This design comes from an exercise in tuning for a short achievable clock period and few clock cycles on the open sky130 flow, not from production work. Only simulation tests tie the RTL to the original design; equivalence was not proved. No activity file was given, so power comes from the tool's default toggle rates.

## flow/config.mk

```make
export PLATFORM = sky130hd
export DESIGN_NAME = pipeline_cpu
export DESIGN_NICKNAME = pipeline_cpu
export VERILOG_FILES = /design/flow/design.v
export SDC_FILE = /design/flow/constraint.sdc
export NUM_CORES = 4
export LEC_CHECK = 0
export CAP_MARGIN = 20
export CORE_MARGIN = 2
export CORE_UTILIZATION = 40
export SLEW_MARGIN = 20
```

## flow/constraint.sdc

```tcl
create_clock -name core_clock -period 7.5 [get_ports {clk}]
set_input_delay 1.5000 -clock core_clock [delete_from_list [all_inputs] [get_ports {clk}]]
set_output_delay 1.5000 -clock core_clock [all_outputs]
set_load 0.01 [all_outputs]
```

## flow/run.sh

```bash
#!/bin/bash
# synth_recipe.tcl (not shown) runs the flow's synth.tcl, then flattens the netlist and writes it again
# the make line also repeats each setting of config.mk as NAME=value (left out here)
make -C /OpenROAD-flow-scripts/flow DESIGN_CONFIG=/design/flow/config.mk WORK_HOME=/design/flow/orfs CLKGATE_MAP_FILE= SYNTH_SCRIPT=/design/flow/synth_recipe.tcl finish
```

## flow/design.v

```verilog
`default_nettype none
package cpu_pkg;
  localparam int xlen       = 32;    
  localparam int reg_addr_w = 5;
  localparam int pc_step    = 4;     
  typedef logic [xlen-1:0]       word_t;
  typedef logic [reg_addr_w-1:0] reg_addr_t;
  typedef enum logic [5:0] {
    op_rtype = 6'h00,                
    op_beq   = 6'h04,
    op_bne   = 6'h05,
    op_addi  = 6'h08,
    op_slti  = 6'h0A,
    op_lw    = 6'h23,
    op_sw    = 6'h2B                 
  } opcode_e;
  typedef enum logic [6:0] {
    fn_add = 7'h20,
    fn_sub = 7'h22,
    fn_slt = 7'h2A                   
  } funct_e;
  typedef enum logic [1:0] {
    fwd_none,                        
    fwd_mem,
    fwd_wb,
    fwd_retire
  } fwd_sel_e;
endpackage
`default_nettype wire
`default_nettype none
module reg_file (
  input  logic               clk,
  input  logic               nrst,
  input  cpu_pkg::reg_addr_t rd_addr_a,
  input  cpu_pkg::reg_addr_t rd_addr_b,
  input  logic               wr_en,
  input  cpu_pkg::reg_addr_t wr_addr,
  input  cpu_pkg::word_t     wr_data,
  output cpu_pkg::word_t     rd_data_a,
  output cpu_pkg::word_t     rd_data_b
);
  cpu_pkg::word_t regs [2**cpu_pkg::reg_addr_w];
  assign rd_data_a = regs[rd_addr_a];
  assign rd_data_b = regs[rd_addr_b];
  always_ff @(posedge clk) begin
    if (!nrst) begin
      for (int i = 0; i < 2**cpu_pkg::reg_addr_w; i++) begin
        regs[i] <= '0;
      end
    end else if (wr_en && wr_addr != '0) begin    
      regs[wr_addr] <= wr_data;
    end
  end
endmodule
`default_nettype wire
`default_nettype none
module hazard_unit (
  input  cpu_pkg::reg_addr_t src_a,
  input  cpu_pkg::reg_addr_t src_b,
  input  logic               use_a,
  input  logic               use_b,
  input  logic               ex_reg_write,
  input  logic               ex_load,
  input  cpu_pkg::reg_addr_t ex_dest,
  input  logic               mem_reg_write,
  input  cpu_pkg::reg_addr_t mem_dest,
  input  logic               wb_reg_write,
  input  cpu_pkg::reg_addr_t wb_dest,
  output logic               stall,
  output cpu_pkg::fwd_sel_e  fwd_a,
  output cpu_pkg::fwd_sel_e  fwd_b
);
  logic live_a;
  logic live_b;
  assign live_a = use_a && (src_a != '0);
  assign live_b = use_b && (src_b != '0);
  assign stall = 1'b0;
  function automatic cpu_pkg::fwd_sel_e pick(input logic live, input cpu_pkg::reg_addr_t src);
    pick = cpu_pkg::fwd_none;
    if (live) begin
      if (ex_reg_write && src == ex_dest) begin
        pick = cpu_pkg::fwd_mem;         
      end else if (mem_reg_write && src == mem_dest) begin
        pick = cpu_pkg::fwd_wb;
      end else if (wb_reg_write && src == wb_dest) begin
        pick = cpu_pkg::fwd_retire;      
      end
    end
  endfunction
  always_comb begin
    fwd_a = pick(live_a, src_a);
    fwd_b = pick(live_b, src_b);
  end
endmodule
`default_nettype wire
`default_nettype none
module fetch_stage (
  input  logic           clk,
  input  logic           nrst,
  input  cpu_pkg::word_t inst,
  input  logic           stall,
  input  logic           branch_taken,
  input  cpu_pkg::word_t branch_target,
  output cpu_pkg::word_t inst_addr,
  output cpu_pkg::word_t if_inst,
  output cpu_pkg::word_t if_pc_next
);
  cpu_pkg::word_t pc;
  cpu_pkg::word_t pc_plus;
  assign pc_plus   = pc + cpu_pkg::word_t'(cpu_pkg::pc_step);
  assign inst_addr = pc;
  always_ff @(posedge clk) begin
    if (!nrst) begin
      pc      <= '0;
      if_inst <= '0;                     
    end else if (branch_taken) begin
      pc      <= branch_target;
      if_inst <= '0;                     
    end else if (!stall) begin
      pc      <= pc_plus;
      if_inst <= inst;
    end
  end
  always_ff @(posedge clk) begin
    if (!stall) begin
      if_pc_next <= pc_plus;
    end
  end
endmodule
`default_nettype wire
`default_nettype none
module decode_stage (
  input  logic               clk,
  input  logic               nrst,
  input  cpu_pkg::word_t     if_inst,
  input  cpu_pkg::word_t     if_pc_next,
  input  logic               branch_taken,
  input  logic               ex_reg_write,
  input  logic               ex_load,
  input  cpu_pkg::reg_addr_t ex_dest,
  input  cpu_pkg::reg_addr_t mem_dest,
  input  logic               mem_reg_write,
  input  logic               wb_reg_write,
  input  cpu_pkg::reg_addr_t wb_dest,
  input  cpu_pkg::word_t     wb_result,
  output logic               stall,
  output cpu_pkg::opcode_e   id_op,
  output cpu_pkg::funct_e    id_funct,
  output cpu_pkg::word_t     id_a,
  output cpu_pkg::word_t     id_b,
  output cpu_pkg::word_t     id_imm,
  output cpu_pkg::word_t     id_pc_next,
  output cpu_pkg::reg_addr_t id_dest,
  output cpu_pkg::fwd_sel_e  id_fwd_a,
  output cpu_pkg::fwd_sel_e  id_fwd_b
);
  cpu_pkg::opcode_e   op;
  cpu_pkg::reg_addr_t rd;
  cpu_pkg::reg_addr_t rs1;
  cpu_pkg::reg_addr_t src_b;
  cpu_pkg::word_t     imm_alu;
  cpu_pkg::word_t     imm_bra;
  cpu_pkg::word_t     rf_a;
  cpu_pkg::word_t     rf_b;
  cpu_pkg::fwd_sel_e  fwd_a;
  cpu_pkg::fwd_sel_e  fwd_b;
  logic               is_branch;
  logic               use_a;
  logic               use_b;
  assign op      = cpu_pkg::opcode_e'(if_inst[5:0]);
  assign rd      = if_inst[10:6];
  assign rs1     = if_inst[19:15];
  assign src_b   = (op == cpu_pkg::op_sw) ? rd : if_inst[24:20];    
  assign imm_alu = {{16{if_inst[31]}}, if_inst[31:20], if_inst[14:11]};
  assign imm_bra = {{16{if_inst[31]}}, if_inst[31:25], if_inst[14:6]};
  assign is_branch = (op == cpu_pkg::op_beq) || (op == cpu_pkg::op_bne);
  always_comb begin
    case (op)
      cpu_pkg::op_rtype, cpu_pkg::op_beq, cpu_pkg::op_bne, cpu_pkg::op_sw: begin
        use_a = 1'b1;
        use_b = 1'b1;
      end
      cpu_pkg::op_addi, cpu_pkg::op_slti, cpu_pkg::op_lw: begin
        use_a = 1'b1;
        use_b = 1'b0;
      end
      default: begin                     
        use_a = 1'b0;
        use_b = 1'b0;
      end
    endcase
  end
  reg_file u_rf (
    .clk       (clk),
    .nrst      (nrst),
    .rd_addr_a (rs1),
    .rd_addr_b (src_b),
    .wr_en     (wb_reg_write),
    .wr_addr   (wb_dest),
    .wr_data   (wb_result),
    .rd_data_a (rf_a),
    .rd_data_b (rf_b)
  );
  hazard_unit u_hazard (
    .src_a         (rs1),
    .src_b         (src_b),
    .use_a         (use_a),
    .use_b         (use_b),
    .ex_reg_write  (ex_reg_write),
    .ex_load       (ex_load),
    .ex_dest       (ex_dest),
    .mem_reg_write (mem_reg_write),
    .mem_dest      (mem_dest),
    .wb_reg_write  (wb_reg_write),
    .wb_dest       (wb_dest),
    .stall         (stall),
    .fwd_a         (fwd_a),
    .fwd_b         (fwd_b)
  );
  always_ff @(posedge clk) begin
    if (!nrst || stall || branch_taken) begin
      id_op    <= cpu_pkg::op_rtype;
      id_dest  <= '0;
      id_fwd_a <= cpu_pkg::fwd_none;
      id_fwd_b <= cpu_pkg::fwd_none;
    end else begin
      id_op    <= op;
      id_dest  <= rd;
      id_fwd_a <= fwd_a;
      id_fwd_b <= fwd_b;
    end
  end
  always_ff @(posedge clk) begin
    id_funct   <= cpu_pkg::funct_e'(if_inst[31:25]);
    id_a       <= rf_a;
    id_b       <= rf_b;
    id_imm     <= is_branch ? imm_bra : imm_alu;
    id_pc_next <= if_pc_next;
  end
endmodule
`default_nettype wire
`default_nettype none
module execute_stage (
  input  logic               clk,
  input  logic               nrst,
  input  cpu_pkg::opcode_e   id_op,
  input  cpu_pkg::funct_e    id_funct,
  input  cpu_pkg::word_t     id_a,
  input  cpu_pkg::word_t     id_b,
  input  cpu_pkg::word_t     id_imm,
  input  cpu_pkg::word_t     id_pc_next,
  input  cpu_pkg::reg_addr_t id_dest,
  input  cpu_pkg::fwd_sel_e  id_fwd_a,
  input  cpu_pkg::fwd_sel_e  id_fwd_b,
  input  cpu_pkg::word_t     mem_result,
  input  cpu_pkg::word_t     wb_result,
  input  cpu_pkg::word_t     retire_result,
  output logic               branch_taken,
  output cpu_pkg::word_t     branch_target,
  output logic               ex_reg_write,     
  output logic               ex_load,
  output cpu_pkg::reg_addr_t ex_dest,
  output cpu_pkg::word_t     ex_alu,
  output cpu_pkg::word_t     ex_store_data,
  output logic               ex_store          
);
  cpu_pkg::word_t opnd_a;
  cpu_pkg::word_t opnd_b;
  cpu_pkg::word_t alu_b;
  cpu_pkg::word_t diff;
  cpu_pkg::word_t alu_y;
  logic           use_imm;
  logic           less;
  function automatic cpu_pkg::word_t resolve(input cpu_pkg::fwd_sel_e sel,
                                             input cpu_pkg::word_t rf_val);
    case (sel)
      cpu_pkg::fwd_mem:    resolve = mem_result;
      cpu_pkg::fwd_wb:     resolve = wb_result;
      cpu_pkg::fwd_retire: resolve = retire_result;
      default:             resolve = rf_val;
    endcase
  endfunction
  always_comb begin
    opnd_a = resolve(id_fwd_a, id_a);
    opnd_b = resolve(id_fwd_b, id_b);
  end
  assign use_imm = (id_op == cpu_pkg::op_addi) || (id_op == cpu_pkg::op_slti) ||
                   (id_op == cpu_pkg::op_lw)   || (id_op == cpu_pkg::op_sw);
  assign alu_b   = use_imm ? id_imm : opnd_b;
  assign diff    = opnd_a - alu_b;
  assign less    = $signed(opnd_a) < $signed(alu_b);
  always_comb begin
    case (id_op)
      cpu_pkg::op_rtype: begin
        case (id_funct)
          cpu_pkg::fn_add: alu_y = opnd_a + alu_b;
          cpu_pkg::fn_sub: alu_y = diff;
          cpu_pkg::fn_slt: alu_y = cpu_pkg::word_t'(less);
          default:         alu_y = '0;       
        endcase
      end
      cpu_pkg::op_addi, cpu_pkg::op_lw, cpu_pkg::op_sw: alu_y = opnd_a + alu_b;
      cpu_pkg::op_slti:                                 alu_y = cpu_pkg::word_t'(less);
      cpu_pkg::op_beq, cpu_pkg::op_bne:                 alu_y = diff;
      default:                                          alu_y = '0;
    endcase
  end
  assign branch_taken  = ((id_op == cpu_pkg::op_beq) && (diff == '0)) ||
                         ((id_op == cpu_pkg::op_bne) && (diff != '0));
  assign branch_target = id_pc_next + id_imm;    
  assign ex_reg_write = ((id_op == cpu_pkg::op_rtype) || (id_op == cpu_pkg::op_addi) ||
                         (id_op == cpu_pkg::op_slti)  || (id_op == cpu_pkg::op_lw)) &&
                        (id_dest != '0);
  assign ex_load      = (id_op == cpu_pkg::op_lw);
  assign ex_dest      = id_dest;
  always_ff @(posedge clk) begin
    if (!nrst) begin
      ex_store <= 1'b0;
    end else begin
      ex_store <= (id_op == cpu_pkg::op_sw);
    end
  end
  always_ff @(posedge clk) begin
    ex_alu        <= alu_y;
    ex_store_data <= opnd_b;                     
  end
endmodule
`default_nettype wire
`default_nettype none
module result_stage (
  input  logic               clk,
  input  logic               nrst,
  input  cpu_pkg::word_t     ex_alu,
  input  cpu_pkg::word_t     ex_store_data,
  input  logic               ex_store,
  input  logic               ex_load,
  input  logic               ex_reg_write,
  input  cpu_pkg::reg_addr_t ex_dest,
  input  cpu_pkg::word_t     data_in,
  output cpu_pkg::word_t     data_addr,
  output cpu_pkg::word_t     data_out,
  output logic               data_wr,
  output logic               mem_reg_write,
  output cpu_pkg::reg_addr_t mem_dest,
  output cpu_pkg::word_t     mem_result,
  output logic               wb_reg_write,
  output cpu_pkg::reg_addr_t wb_dest,
  output cpu_pkg::word_t     wb_result,
  output cpu_pkg::word_t     retire_result
);
  logic mem_load;
  always_ff @(posedge clk) begin
    if (!nrst) begin
      mem_load      <= 1'b0;
      mem_reg_write <= 1'b0;
      mem_dest      <= '0;
    end else begin
      mem_load      <= ex_load;
      mem_reg_write <= ex_reg_write;
      mem_dest      <= ex_dest;
    end
  end
  assign data_addr  = ex_alu;
  assign data_out   = ex_store_data;
  assign data_wr    = ex_store;
  assign mem_result = mem_load ? data_in : ex_alu;    
  always_ff @(posedge clk) begin
    if (!nrst) begin
      wb_reg_write <= 1'b0;
      wb_dest      <= '0;
    end else begin
      wb_reg_write <= mem_reg_write;
      wb_dest      <= mem_dest;
    end
  end
  always_ff @(posedge clk) begin
    wb_result     <= mem_result;
    retire_result <= wb_result;            
  end
endmodule
`default_nettype wire
`default_nettype none
module pipeline_cpu (
  input  logic           clk,
  input  logic           nrst,
  input  cpu_pkg::word_t inst,
  input  cpu_pkg::word_t data_in,
  output cpu_pkg::word_t inst_addr,
  output cpu_pkg::word_t data_addr,
  output cpu_pkg::word_t data_out,
  output logic           data_wr
);
  cpu_pkg::word_t     if_inst;
  cpu_pkg::word_t     if_pc_next;
  logic               stall;
  logic               branch_taken;
  cpu_pkg::word_t     branch_target;
  cpu_pkg::opcode_e   id_op;
  cpu_pkg::funct_e    id_funct;
  cpu_pkg::word_t     id_a;
  cpu_pkg::word_t     id_b;
  cpu_pkg::word_t     id_imm;
  cpu_pkg::word_t     id_pc_next;
  cpu_pkg::reg_addr_t id_dest;
  cpu_pkg::fwd_sel_e  id_fwd_a;
  cpu_pkg::fwd_sel_e  id_fwd_b;
  logic               ex_reg_write;      
  logic               ex_load;
  cpu_pkg::reg_addr_t ex_dest;
  cpu_pkg::word_t     ex_alu;
  cpu_pkg::word_t     ex_store_data;
  logic               ex_store;
  logic               mem_reg_write;
  cpu_pkg::reg_addr_t mem_dest;
  cpu_pkg::word_t     mem_result;
  logic               wb_reg_write;
  cpu_pkg::reg_addr_t wb_dest;
  cpu_pkg::word_t     wb_result;
  cpu_pkg::word_t     retire_result;
  fetch_stage u_fetch (
    .clk           (clk),
    .nrst          (nrst),
    .inst          (inst),
    .stall         (stall),
    .branch_taken  (branch_taken),
    .branch_target (branch_target),
    .inst_addr     (inst_addr),
    .if_inst       (if_inst),
    .if_pc_next    (if_pc_next)
  );
  decode_stage u_decode (
    .clk           (clk),
    .nrst          (nrst),
    .if_inst       (if_inst),
    .if_pc_next    (if_pc_next),
    .branch_taken  (branch_taken),
    .ex_reg_write  (ex_reg_write),
    .ex_load       (ex_load),
    .ex_dest       (ex_dest),
    .mem_dest      (mem_dest),
    .mem_reg_write (mem_reg_write),
    .wb_reg_write  (wb_reg_write),
    .wb_dest       (wb_dest),
    .wb_result     (wb_result),
    .stall         (stall),
    .id_op         (id_op),
    .id_funct      (id_funct),
    .id_a          (id_a),
    .id_b          (id_b),
    .id_imm        (id_imm),
    .id_pc_next    (id_pc_next),
    .id_dest       (id_dest),
    .id_fwd_a      (id_fwd_a),
    .id_fwd_b      (id_fwd_b)
  );
  execute_stage u_execute (
    .clk           (clk),
    .nrst          (nrst),
    .id_op         (id_op),
    .id_funct      (id_funct),
    .id_a          (id_a),
    .id_b          (id_b),
    .id_imm        (id_imm),
    .id_pc_next    (id_pc_next),
    .id_dest       (id_dest),
    .id_fwd_a      (id_fwd_a),
    .id_fwd_b      (id_fwd_b),
    .mem_result    (mem_result),
    .wb_result     (wb_result),
    .retire_result (retire_result),
    .branch_taken  (branch_taken),
    .branch_target (branch_target),
    .ex_reg_write  (ex_reg_write),
    .ex_load       (ex_load),
    .ex_dest       (ex_dest),
    .ex_alu        (ex_alu),
    .ex_store_data (ex_store_data),
    .ex_store      (ex_store)
  );
  result_stage u_result (
    .clk           (clk),
    .nrst          (nrst),
    .ex_alu        (ex_alu),
    .ex_store_data (ex_store_data),
    .ex_store      (ex_store),
    .ex_load       (ex_load),
    .ex_reg_write  (ex_reg_write),
    .ex_dest       (ex_dest),
    .data_in       (data_in),
    .data_addr     (data_addr),
    .data_out      (data_out),
    .data_wr       (data_wr),
    .mem_reg_write (mem_reg_write),
    .mem_dest      (mem_dest),
    .mem_result    (mem_result),
    .wb_reg_write  (wb_reg_write),
    .wb_dest       (wb_dest),
    .wb_result     (wb_result),
    .retire_result (retire_result)
  );
endmodule
`default_nettype wire
```

==> summary.txt <==
==> worst max-delay path, delay by kind of cell <==
family	cells	cell delay [ns]
and+or+nand+nor	4	1.17
AOI/OAI and AO/OA	7	2.17
buffers and inverters	2	0.66
adders and majority gates	1	0.44
muxes	3	1.07
==> sequential cells by signal, summed over array words and instances, names as in the netlist, 6 cells and up <==
| register | cells |
|---|---|
| u_decode.id_a | 32 |
| u_decode.id_b | 32 |
| u_decode.id_funct | 7 |
| u_decode.id_imm | 9 |
| u_decode.id_op | 6 |
| u_decode.id_pc_next | 32 |
| u_decode.u_rf.regs | 1024 |
| u_execute.ex_alu | 32 |
| u_execute.ex_store_data | 32 |
| u_fetch.if_inst | 32 |
| u_fetch.if_pc_next | 32 |
| u_fetch.pc | 32 |
| u_result.retire_result | 32 |
| u_result.wb_result | 32 |
==> layout make-up <==
cell class | instances | share of cell area, %
inverter | 74 | 0.3337
timing repair buffer | 344 | 3.889
antenna | 5 | 0.01503
sequential | 1389 | 45.76
clock buffer | 220 | 5.270
tap | 2464 | 3.704
multi-input combinational | 4231 | 40.46
clock inverter | 63 | 0.5682
==> stage by stage <==
step                power [mW]  util [%]  setup slack, ns  cells  hold slack (ns)
floorplan                11.59         -            1.666   6285           0.3096
finish                   20.78     45.47            1.125   8790           0.3229
global placement         13.43     42.78           0.3631   8499           0.3103
global route             21.45     45.46           0.8659   8788           0.3317
CTS                      20.80     45.45            1.126   8784           0.3271
detailed placement       13.45     42.80           0.3177   8501           0.3132
==> cell families (layout without fill, tap and decap cells) <==
logic type	count (synthesis)	count (layout)	synth area share [%]
AOI/OAI and AO/OA	1186	1186	11.29
xor gates and xnor gates	92	92	1.094
adders and majority gates	99	99	1.713
buffers and inverters	665	701	3.534
DFF	1389	1389	51.68
muxes	509	509	13.60
other	1	37	0.005093
and+or+nand+nor	2313	2313	17.08
==> synthesized netlist by cell type (9+ instances only) <==
master,number
nand2b_1,21
o22a_1,9
mux4_2,384
nand2_1,632
nor2_1,142
nor3_1,24
and3_1,67
xnor2_1,57
o21a_1,16
a211oi_1,368
buf_1,40
edfxtp_1,1024
a311oi_1,128
xor2_1,35
inv_1,74
or3_1,13
nand4_1,16
o31ai_1,13
mux2i_1,34
a22oi_1,11
o21ai_0,92
a31oi_1,138
and2_1,1269
nor4_1,19
mux2_2,91
o22ai_1,12
nor2b_1,27
dfxtp_1,365
ha_1,96
a21oi_1,210
a221oi_1,13
or2_2,9
a21o_1,80
clkbuf_1,531
o21bai_1,16
nand3_1,30
buf_2,10
nand3b_1,9
o2111ai_1,10
==> worst max path at each step <==
| stage | slack, ns | from | cells past startpoint | endpoint |
|---|---|---|---|---|
| finish | 1.12 | data_in[9] | 17 | u_decode.id_fwd_b[1] |
| global placement | 0.36 | data_in[9] | 18 | u_fetch.pc[23] |
| CTS | 1.13 | u_decode.id_op[2] | 20 | u_fetch.pc[31] |
| detailed placement | 0.32 | data_in[9] | 18 | u_fetch.pc[8] |
| global route | 0.87 | u_decode.id_op[2] | 19 | u_decode.id_fwd_b[1] |
| floorplan | 1.67 | data_in[0] | 17 | u_fetch.if_inst[30] |
==> report_power, final <==
group / switching, mW / internal, mW / total [mW]
Sequential: 0.516 / 8.73 / 9.24
Combinational: 2.64 / 1.49 / 4.14
Clock: 3.16 / 4.24 / 7.40
Total: 6.32 / 14.5 / 20.8
==> metal layers <==
layer / track usage (%) / wire length (um)
met5: 0.7546 / 0
met4: 12.20 / 11910
met3: 4.295 / 21530
met2: 43.31 / 119500
met1: 34.72 / 99600
==> impl_results.md <==
- Status: complete, no violations
- Tmin final: 6.375 ns
- Synth Flop Type: edfxtp_1
- Max Fanout on Critical Path: 8
- Final instance area: 83240 um^2
- Clock Latency Late Sink: 0.82 ns
- WP data required: 8.17 ns
- Cts-stage hold buffer count: 0
- Register area: 38090 um^2
- Seq/Total Area, Yosys: 51.68%
- Critical Path Slowest Stage Cell: o21ai_0
- # DRC: 0
- Num CTS Buffers: 154
- Total gr overflow: 0
- Gr usage total: 26.58%
- Hold Crit Class: reg -> reg
- Wire per inst: 28.73 um
- Initial antenna violation count: 23
- Postcts setup bufs: 0
- Filler instances: 16.56k
- Die W: 433.1 um
- Initial core utilization: 40.22%
- Hold Startpoint: u_fetch.if_pc_next[19]
- Pin count of the biggest net entering global routing: 159
- Final setup violation count: 0
- Startpoint type of the worst setup path: input pin
- Worst path arrival time: 7.05 ns
- CP endpoint kind: register
- Reg2Reg Depth: 19
- Number of flops mapped to enable cells by yosys: 1024
- Fin. Hold Viols: 0
- Post-synth top area cell: edfxtp_1
- CP Class: in -> reg
- Number of port buffers: 162
- Worst r2r dst: u_decode.id_fwd_b[1]
- Clock-pin transition on the worst setup and hold timing paths: 0.06 ns
- Die area: 187500 um^2
- FMAX: 0.1569 GHz
- YS warnings: 6
- Root Buffer: clkbuf_16
- TritonCTS clock tree: done
- Worst clock skew: 0.04097 ns
- First-pass GRT wire length: 362.4 mm
- Dpl hpwl: 156.3 mm
- Area Overhead vs Synth: 13.04%
- Worst slew pin tran: 1.219 ns
- Worst reg-to-reg setup slack: 1.14 ns
- Commonest non-fill, non-tap cell in the layout: and2_1
- Yosys cell types: 93
- Ports: 163
- Share of layout cells above drive strength 1: 15.66%
- Area of the multi-input gates: 33680 um^2
- Clock Path Buffers: 3
- Async SR Flop Fraction: 0%
- Max cap viols: 0
- FF-to-FF Start: u_decode.id_op[2]
- Hold path cells: 0
- Most frequent cells in the layout: and2_1 (1269), edfxtp_1 (1024), nand2_1 (632), mux4_2 (384), a211oi_1 (368)
- Final TNS setup: 0 ns
- Avg Cell Area, Syn: 11.77 um^2
- Synth area leaders: edfxtp_1 (42%), mux4_2 (12%), and2_1 (11%)
- Crit path cell chain: clkdlybuf4s50_1, mux2_2, mux4_2, mux2_2, ha_1, nor2b_1, o21ai_0, a211oi_1, a211o_1, a311oi_2, o211ai_1, o21ai_0, nor4b_2, buf_4, a31o_2, nand3_1, nor4b_1
- DRT Pass-1 Iters: 6
- Post-cts resize count: 0
- Largest stage delay on the critical path: 0.56 ns
- Layout Nets: 6359
- TritonCTS Sinks: 1389
- DR vias: 53.01k
- Post-Route WL: 252.5 mm
- Power density over the cells: 249.6 nW/um^2
- H-tree Lvls: 4
- ANT nets after route: 0
- Row cnt: 157
- Top cell type's share of synthesized area: 41.76%
- Syn Inst Count: 6254
- RSZ-0062 raised after global routing: no
- DP Area: 78360 um^2
- Hold worst-path end: u_decode.id_pc_next[19]
- Die height: 433.1 um
- Vias in the first global route: 51.94k
- Final period util: 85.00%
- Pleak: 30.27 nW
- Slew HR: 18.23%
- Register bit total from synthesis: 1389
- Mapped cell area: 73640 um^2
- Core box area: 183100 um^2
- Peak supply drop: 0.1885 mV
- Vias/cell: 6.031
- Final Max Slew Viols: 0
- Initial DRC count: 6002
- Routability cong.: 0.9139
Testbench counts, summed over its fixed seeds: cycles 23,804.

## re-timing with driven ports
No port has a modelled driver above. Below, the same layout with a new extraction and two added sets of constraints.
Step 1 sets driving cells, clkbuf_16 on the clock port and buf_2 on the other inputs (assumed; they add their load-dependent delay and slew).
Step 2 also shifts input and output timing later by t, the mid clock arrival at the registers, as if the neighbouring blocks saw the same clock.
a / b / c = no drivers / after step 1 / after step 2; a / b = the first two.
t (ns): 0.881
setup WS [ns]: 1.125 / 1.138 / 0.309
hold slack, ns: 0.323 / 0.323 / 0.323
worst register clock-pin slew, ns: 0.07 / 0.07
worst slew at a driven data input, ns: 0.16
After both steps setup and hold are still met in this run. For this run, drivers alone change the setup slack by +0.013 ns; drivers and shift together by -0.816 ns.
